Context: an optimization exercise on an open-source flow, tuned for small area, a short achievable clock period and few clock cycles per item. The choices shown serve that exercise and are no tape-out recipe. RTL that was checked went through simulation tests only; none was proved equivalent to the original. No activity file was given, so power comes from the tool's default toggle rates.

oak:
Design fxp_alu_pipe, start of the top module:
module fxp_alu_pipe #(
  parameter int INST_W    = 4,
  parameter int INT_W     = 6,
  parameter int FRAC_W    = 10,
  parameter int DATA_W    = INT_W + FRAC_W,
  parameter int ACC_DEPTH = 16,
  parameter int ACC_GUARD = 5
) (
  input  logic              i_clk,
  input  logic              i_rst_n,
  input  logic              i_in_valid,
  output logic              o_in_ready,
  input  logic [INST_W-1:0] i_inst,
  input  logic [DATA_W-1:0] i_data_a,
  input  logic [DATA_W-1:0] i_data_b,
  output logic              o_out_valid,
  input  logic              i_out_ready,
  output logic [DATA_W-1:0] o_data,
  output logic              o_sat
);
Size in the first run: about 590 flip-flops, about 59 I/O pins, about 29000 um^2 of cells after synthesis.
==> flow/config.mk <==
export PLATFORM = sky130hd
export DESIGN_NAME = fxp_alu_pipe
export DESIGN_NICKNAME = fxp_alu_pipe
export VERILOG_FILES = /design/flow/design.v
export SDC_FILE = /design/flow/constraint.sdc
export NUM_CORES = 4
export LEC_CHECK = 0
export CAP_MARGIN = 20
export CORE_MARGIN = 2
export CORE_UTILIZATION = 40
export CTS_BUF_LIST = sky130_fd_sc_hd__clkbuf_8 sky130_fd_sc_hd__clkbuf_16
export CTS_CLUSTER_DIAMETER = 100
export CTS_CLUSTER_SIZE = 25
export SLEW_MARGIN = 20
==> flow/constraint.sdc <==
create_clock -name core_clock -period 11.0 [get_ports {i_clk}]
set_input_delay 2.2000 -clock core_clock [delete_from_list [all_inputs] [get_ports {i_clk}]]
set_output_delay 2.2000 -clock core_clock [all_outputs]
set_load 0.01 [all_outputs]
standard.sh (not shown) runs the stock make flow with config.mk's settings and CLKGATE_MAP_FILE= SYNTH_SCRIPT=/design/flow/synth_recipe.tcl, a recipe that flattens the netlist after the stock synthesis.
==> flow/flow/run.sh <==
#!/bin/bash
# Standard ORFS layout (the standard.sh, unchanged synthesis), with the
# timing repair asked to leave setup slack for a shorter period than the
# 11 ns clock the constraints keep.
set -euo pipefail
MARGIN=$(cat flow/margin.txt)
bash standard.sh SETUP_SLACK_MARGIN=$MARGIN finish > flow_make.log 2>&1
==> flow/flow/margin.txt <==
7.7
Inputs modified between oak and pine:
# oak
export LEC_CHECK = 0
export CAP_MARGIN = 20
export CORE_MARGIN = 2
export CORE_UTILIZATION = 40
export CTS_BUF_LIST = sky130_fd_sc_hd__clkbuf_8 sky130_fd_sc_hd__clkbuf_16
export CTS_CLUSTER_DIAMETER = 100
export CTS_CLUSTER_SIZE = 25
export SLEW_MARGIN = 20
create_clock -name core_clock -period 11.0 [get_ports {i_clk}]
# pine
export LEC_CHECK = 0
export CAP_MARGIN = 20
export CORE_MARGIN = 2
export CORE_UTILIZATION = 40
export SLEW_MARGIN = 20
create_clock -name core_clock -period 11.0 [get_ports {i_clk}]
### Flow results
- The final reports for pine and oak show met1 capacity usage during global routing higher in the former.
- Across both runs, setup slack was higher for pine than for oak.
- Looking at share of total power in the clock network, pine sits 6.4 points above oak.
- Diff oak and pine: sequential share of layout area higher in oak
- The post-cts hold buffer count of oak and that of pine are within noise of each other.
- oak has lower flop-to-flop setup slack than pine.
- Clock buffer and inverter area fraction after layout: pine > oak
- Maximum frequency sits higher in pine than in oak.
- pine vs oak, post-route minimum period went down by 0.035 ns.
No run of this note included a check of the RTL's function; only the layout flow was run.

---

fxp_alu_pipe, a different RTL version from the one above (not shown whole).
Size: ~2400 cells after synthesis, roughly 630 flip-flops, roughly 30000 um^2 of cells after synthesis.
Settings: LEC_CHECK=0, CAP_MARGIN=20, CORE_MARGIN=2, CORE_UTILIZATION=40, CTS_BUF_LIST=sky130_fd_sc_hd__clkbuf_8 sky130_fd_sc_hd__clkbuf_16, CTS_CLUSTER_DIAMETER=100, CTS_CLUSTER_SIZE=25, SLEW_MARGIN=20; clock period 11.0 ns.
==> flow/flow/margin.txt <==
7.55
Scripts as last shown in full above: flow/flow/run.sh
Testbench counts at the start, summed over its fixed seeds: cycles 24,032, items 24,000.
Rerun with:
==> flow/flow/margin.txt (replaced) <==
7.7
What happened: The changed run completed with no timing, DRC or antenna violations. Routed wire length decreases slightly. Register-to-register slack improves by 0.13 ns. Power goes up by a few percent. Die area does not change. Clock power is about the same. Non-clock buffer count rose by 21. Utilization climbs by 0.54 points. Synthesized area is unchanged. Critical path depth does not change. Hold slack is about the same. Maximum frequency went up by a few percent.
Rerun with:
==> flow/flow/margin.txt (replaced) <==
7.85
The changed run went through all stages and came out clean.
Maximum frequency fell by 0.77%.
Non-clock buffer count rose by 41.
Wire length increases by 4.0%.
Combinational power grows by 27%.
Via count goes up by 2.1%.
Core utilization went up by 1.8 points.

---

## job 5458
fxp_alu_pipe, a different RTL version from the one above (not shown whole).
For scale: roughly 2400 cells after synthesis, ~59 I/O pins.
export LEC_CHECK = 0
export CAP_MARGIN = 20
export CORE_MARGIN = 2
export CORE_UTILIZATION = 55
export SLEW_MARGIN = 20
create_clock -name core_clock -period 11.0 [get_ports {i_clk}]
==> flow/flow/run.sh <==
#!/bin/bash
# Standard ORFS layout (the standard.sh, unchanged synthesis), with the
# timing repair asked to leave setup slack for a shorter period than the
# 11 ns clock the constraints keep, plain buffers on the ports, and larger
# clock-tree sink clusters.
set -euo pipefail
MARGIN=$(cat flow/margin.txt)
CTS="$(cat flow/cts_args.txt)"
bash standard.sh SETUP_SLACK_MARGIN=$MARGIN \
  "BUFFER_PORTS_ARGS=-buffer_cell sky130_fd_sc_hd__buf_2" \
  "CTS_ARGS=$CTS" finish > flow_make.log 2>&1
==> flow/flow/cts_args.txt <==
-sink_clustering_enable -repair_clock_nets -sink_clustering_size 40 -sink_clustering_max_diameter 60 -buf_list sky130_fd_sc_hd__clkbuf_16 -root_buf sky130_fd_sc_hd__clkbuf_16
==> flow/flow/margin.txt <==
7.7
Testbench counts of job 5458, summed over its fixed seeds: cycles 24,032, items 24,000.
[inputs] job 321 vs job 5458
==> flow/flow/run.sh <==
#!/bin/bash
# Standard ORFS layout (the standard.sh, unchanged synthesis), with the
# timing repair asked to leave setup slack for a shorter period than the
# 11 ns clock the constraints keep, and plain buffers on the ports.
set -euo pipefail
MARGIN=$(cat flow/margin.txt)
bash standard.sh SETUP_SLACK_MARGIN=$MARGIN \
  "BUFFER_PORTS_ARGS=-buffer_cell sky130_fd_sc_hd__buf_2" finish > flow_make.log 2>&1
-- flow/config.mk --
<<< job 5458, line 9
export CORE_MARGIN = 2
export CORE_UTILIZATION = 55
export SLEW_MARGIN = 20
>>> job 321, line 9
export CORE_MARGIN = 2
export CORE_UTILIZATION = 65
export CTS_BUF_LIST = sky130_fd_sc_hd__clkbuf_8 sky130_fd_sc_hd__clkbuf_16
export CTS_CLUSTER_DIAMETER = 100
export CTS_CLUSTER_SIZE = 25
export SLEW_MARGIN = 20
removed: flow/flow/cts_args.txt
==> comparison <==
Status | job 5458 and job 321 | clean. Compared with job 5458, non-clock buffer count in job 321 increased by a little under 10%. The via count of job 5458 and that of job 321 are within noise of each other. Compared to job 5458, job 321 has cell count 3.5% lower. Lower normalized max-slew margin was reported by job 321, not job 5458. Clock transition at the registers of the reported paths in job 321 is 0.03 ns higher than in job 5458. A end of the critical path of o_data[13] is what job 5458 shows, while o_data[4] belongs to job 321.
Input-level comparison between job 6544 and job 321:
-- flow/config.mk --
<<< job 321, line 9
export CORE_MARGIN = 2
export CORE_UTILIZATION = 65
export CTS_BUF_LIST = sky130_fd_sc_hd__clkbuf_8 sky130_fd_sc_hd__clkbuf_16
export CTS_CLUSTER_DIAMETER = 100
export CTS_CLUSTER_SIZE = 25
export SLEW_MARGIN = 20
>>> job 6544, line 9
export CORE_MARGIN = 2
export CORE_UTILIZATION = 40
export CTS_BUF_LIST = sky130_fd_sc_hd__clkbuf_8 sky130_fd_sc_hd__clkbuf_16
export CTS_CLUSTER_DIAMETER = 80
export CTS_CLUSTER_SIZE = 30
export SLEW_MARGIN = 20
Looking at time the worst path needs with I/O delays and setup across both flows, job 6544 is the weaker of the two, with job 321 ahead. Cmp job 321 and job 6544 / final worst-path setup slack / lower: job 6544. Diff job 321 -> job 6544: cell-internal power rose by about 1.1%, global-route usage went down 12 points. Job 6544 has global-route track usage on met2 below what job 321 had. In job 6544, the worst max-slew margin expressed relative to the limit came out 4.2 points below the value in job 321. The final reports for job 6544 and job 321 show hold slack higher in the former. Re sequential share of layout area: job 6544 is 1.1 points down on job 321.
### job 6544 -> job 4129
-- flow/config.mk --
<<< job 6544, line 11
export CTS_BUF_LIST = sky130_fd_sc_hd__clkbuf_8 sky130_fd_sc_hd__clkbuf_16
export CTS_CLUSTER_DIAMETER = 80
export CTS_CLUSTER_SIZE = 30
export SLEW_MARGIN = 20
>>> job 4129, line 11
export CTS_BUF_LIST = sky130_fd_sc_hd__clkbuf_8 sky130_fd_sc_hd__clkbuf_16
export CTS_CLUSTER_DIAMETER = 100
export CTS_CLUSTER_SIZE = 25
export SLEW_MARGIN = 20
--- outcome ---
- Cmp job 6544 and job 4129 / final core utilization / lower: job 4129
- Job 6544 -> job 4129: flip-flop and latch count delta 0, exact match
- Detail-routed via count per cell: job 6544 vs job 4129, no meaningful difference
- Min detailed-routing iteration count for the pre-antenna-repair pass across job 6544 and job 4129: job 4129
- Job 4129 against job 6544; final instance area is down slightly.
- Comparing buffers inserted during post-CTS setup optimization for job 6544 and job 4129, the bigger number came from job 4129.
- From job 6544 to job 4129 the numbers moved as follows: via count did not really move, non-clock buffer count went up about 2.2%, final setup skew now smaller.

---

v20:
Another version of the RTL of fxp_alu_pipe (not shown whole).
Size in the first run: about 2,300 cells after synthesis, ~59 I/O pins, roughly 0.030 mm^2 of cells after synthesis.
export LEC_CHECK = 0
export CAP_MARGIN = 20
export CORE_MARGIN = 2
export CORE_UTILIZATION = 55
export CTS_BUF_LIST = sky130_fd_sc_hd__clkbuf_8 sky130_fd_sc_hd__clkbuf_16
export CTS_CLUSTER_DIAMETER = 100
export CTS_CLUSTER_SIZE = 25
export PLACE_DENSITY = 0.75
export SLEW_MARGIN = 20
create_clock -name core_clock -period 11.0 [get_ports {i_clk}]
==> flow/flow/run.sh <==
#!/bin/bash
# Standard ORFS layout (the standard.sh, unchanged synthesis), with the
# timing repair asked to leave setup slack for a shorter period than the
# 11 ns clock the constraints keep, and plain buffers on the ports.
set -euo pipefail
MARGIN=$(cat flow/margin.txt)
bash standard.sh SETUP_SLACK_MARGIN=$MARGIN \
  "BUFFER_PORTS_ARGS=-buffer_cell sky130_fd_sc_hd__buf_2" finish > flow_make.log 2>&1
Scripts as last shown in full above: flow/flow/margin.txt
Every stage of the flow completed for v20, and the final layout passed the timing, DRC and antenna checks.
Modified inputs, v13 compared to v20
- swapping 0.75 for 0.7 in PLACE_DENSITY
- swapping 55 for 60 in CORE_UTILIZATION
Notes after the runs:
Share of power burned in combinational logic ends up lower on v20. Diff v20 -> v13 | core utilization | increase of 5.9 points. When v13 is set beside v20, its cell count turns out to be 28 smaller. Re path length in cells of the critical path: no difference whatsoever between v20 and v13. v13 vs v20 — detailed-route wire length climbed slightly. Looking at minimum clock period, v13 sits 0.040 ns higher than v20 does. Between v13 and v20, the multi-input combinational cell count does not differ in any meaningful way. As far as DRC violations left goes, v20 and v13 are indistinguishable; the numbers are identical. v20 → v13: cell area shows no meaningful change, non-clock buffer count dropped 1.2%.
[inputs] v54 vs v13
- changing CORE_UTILIZATION from 60 to 55
- removing PLACE_DENSITY (formerly 0.7)
Results
Synthesized area: v54 vs v13 identical
v13 consumes more power than v54.
Any difference in area taken by multi-input logic gates between v54 and v13 is small enough to ignore.
Diff v13 -> v54: design area about even, clock insertion delay at the later pin of the skew report about even, fraction of power consumed by combinational cells fell 1.1 points.
Compared to v13, v54 has measured slew at the worst slew-check pin 0.11 ns higher.
Going from v13 to v54, the average routed wire per standard cell was found to have gone up by about 1.6%.
v54 has wire length above what v13 had.
Worst hold margin (lower): v13
diff inputs: v54 => v21
- CTS_CLUSTER_DIAMETER no longer set, was 100
- CTS_BUF_LIST no longer set, was sky130_fd_sc_hd__clkbuf_8 sky130_fd_sc_hd__clkbuf_16
==> flow/flow/run.sh <==
#!/bin/bash
# Standard ORFS layout (the standard.sh, unchanged synthesis), with the
# timing repair asked to leave setup slack for a shorter period than the
# 11 ns clock the constraints keep, plain buffers on the ports, and larger
# clock-tree sink clusters.
set -euo pipefail
MARGIN=$(cat flow/margin.txt)
CTS="$(cat flow/cts_args.txt)"
bash standard.sh SETUP_SLACK_MARGIN=$MARGIN \
  "BUFFER_PORTS_ARGS=-buffer_cell sky130_fd_sc_hd__buf_2" \
  "CTS_ARGS=$CTS" finish > flow_make.log 2>&1
==> flow/flow/cts_args.txt (new file) <==
-repair_clock_nets -buf_list sky130_fd_sc_hd__clkbuf_16 -root_buf sky130_fd_sc_hd__clkbuf_16
## What came out
The standard cells in v21 occupy more silicon area than those in v54 do. v54 -> v21: flip-flop and latch count delta 0, exact match. When v21 is measured against v54, its relative area change from synthesis to final layout turns out 6.1 points higher. v54 -> v21: number of clock sinks seen by CTS delta 0, exact match. The remaining routing DRC violations on v54 is in line with that on v21.
No run of this note included a check of the RTL's function; only the layout flow was run.

separate check: timing with driven ports:
The flow's constraints put no driver on any port. The routed layouts listed below were extracted and timed again, unchanged, in two steps. Step 1 assumes that a clkbuf_16 drives the clock port and a buf_2 every other input. Step 2 times the ports against the registers' clock, not the clock port: input delays grow and output delays shrink by t, the midpoint of the rising clock arrivals with the driver on. Slacks: no drivers / after step 1 / after step 2; pairs: no drivers / after step 1.
| run | t (ns) | setup slack, ns | worst hold slack (ns) |
|---|---|---|---|
| oak | 0.698 | 7.322 / 7.322 / 7.113 | 0.375 / 0.375 / 0.375 |
| pine | 0.707 | 7.357 / 7.357 / 7.156 | 0.366 / 0.366 / 0.366 |
| the first run of note 2 | 0.646 | 7.582 / 7.516 / 7.003 | 0.338 / 0.338 / 0.338 |
| the second run of note 2 | 0.635 | 7.650 / 7.585 / 7.145 | 0.335 / 0.335 / 0.335 |
| the third run of note 2 | 0.661 | 7.624 / 7.555 / 7.225 | 0.340 / 0.340 / 0.340 |
| job 5458 | 0.660 | 7.634 / 7.571 / 7.121 | 0.343 / 0.343 / 0.343 |
| job 321 | 0.687 | 7.645 / 7.587 / 7.092 | 0.311 / 0.311 / 0.311 |
| job 6544 | 0.670 | 7.612 / 7.549 / 7.112 | 0.334 / 0.334 / 0.334 |
| job 4129 | 0.694 | 7.603 / 7.542 / 7.092 | 0.339 / 0.339 / 0.339 |
| v20 | 0.671 | 7.621 / 7.561 / 7.126 | 0.369 / 0.369 / 0.369 |
| v13 | 0.689 | 7.582 / 7.517 / 7.128 | 0.331 / 0.331 / 0.331 |
| v54 | 0.687 | 7.624 / 7.565 / 7.154 | 0.339 / 0.339 / 0.339 |
| v21 | 0.700 | 7.540 / 7.540 / 7.134 | 0.327 / 0.327 / 0.327 |
After both steps setup and hold are still met in every run listed. The setup slack of the first run of note 2, which loses most, moves by -0.066 ns with the drivers and by -0.579 ns with both steps.
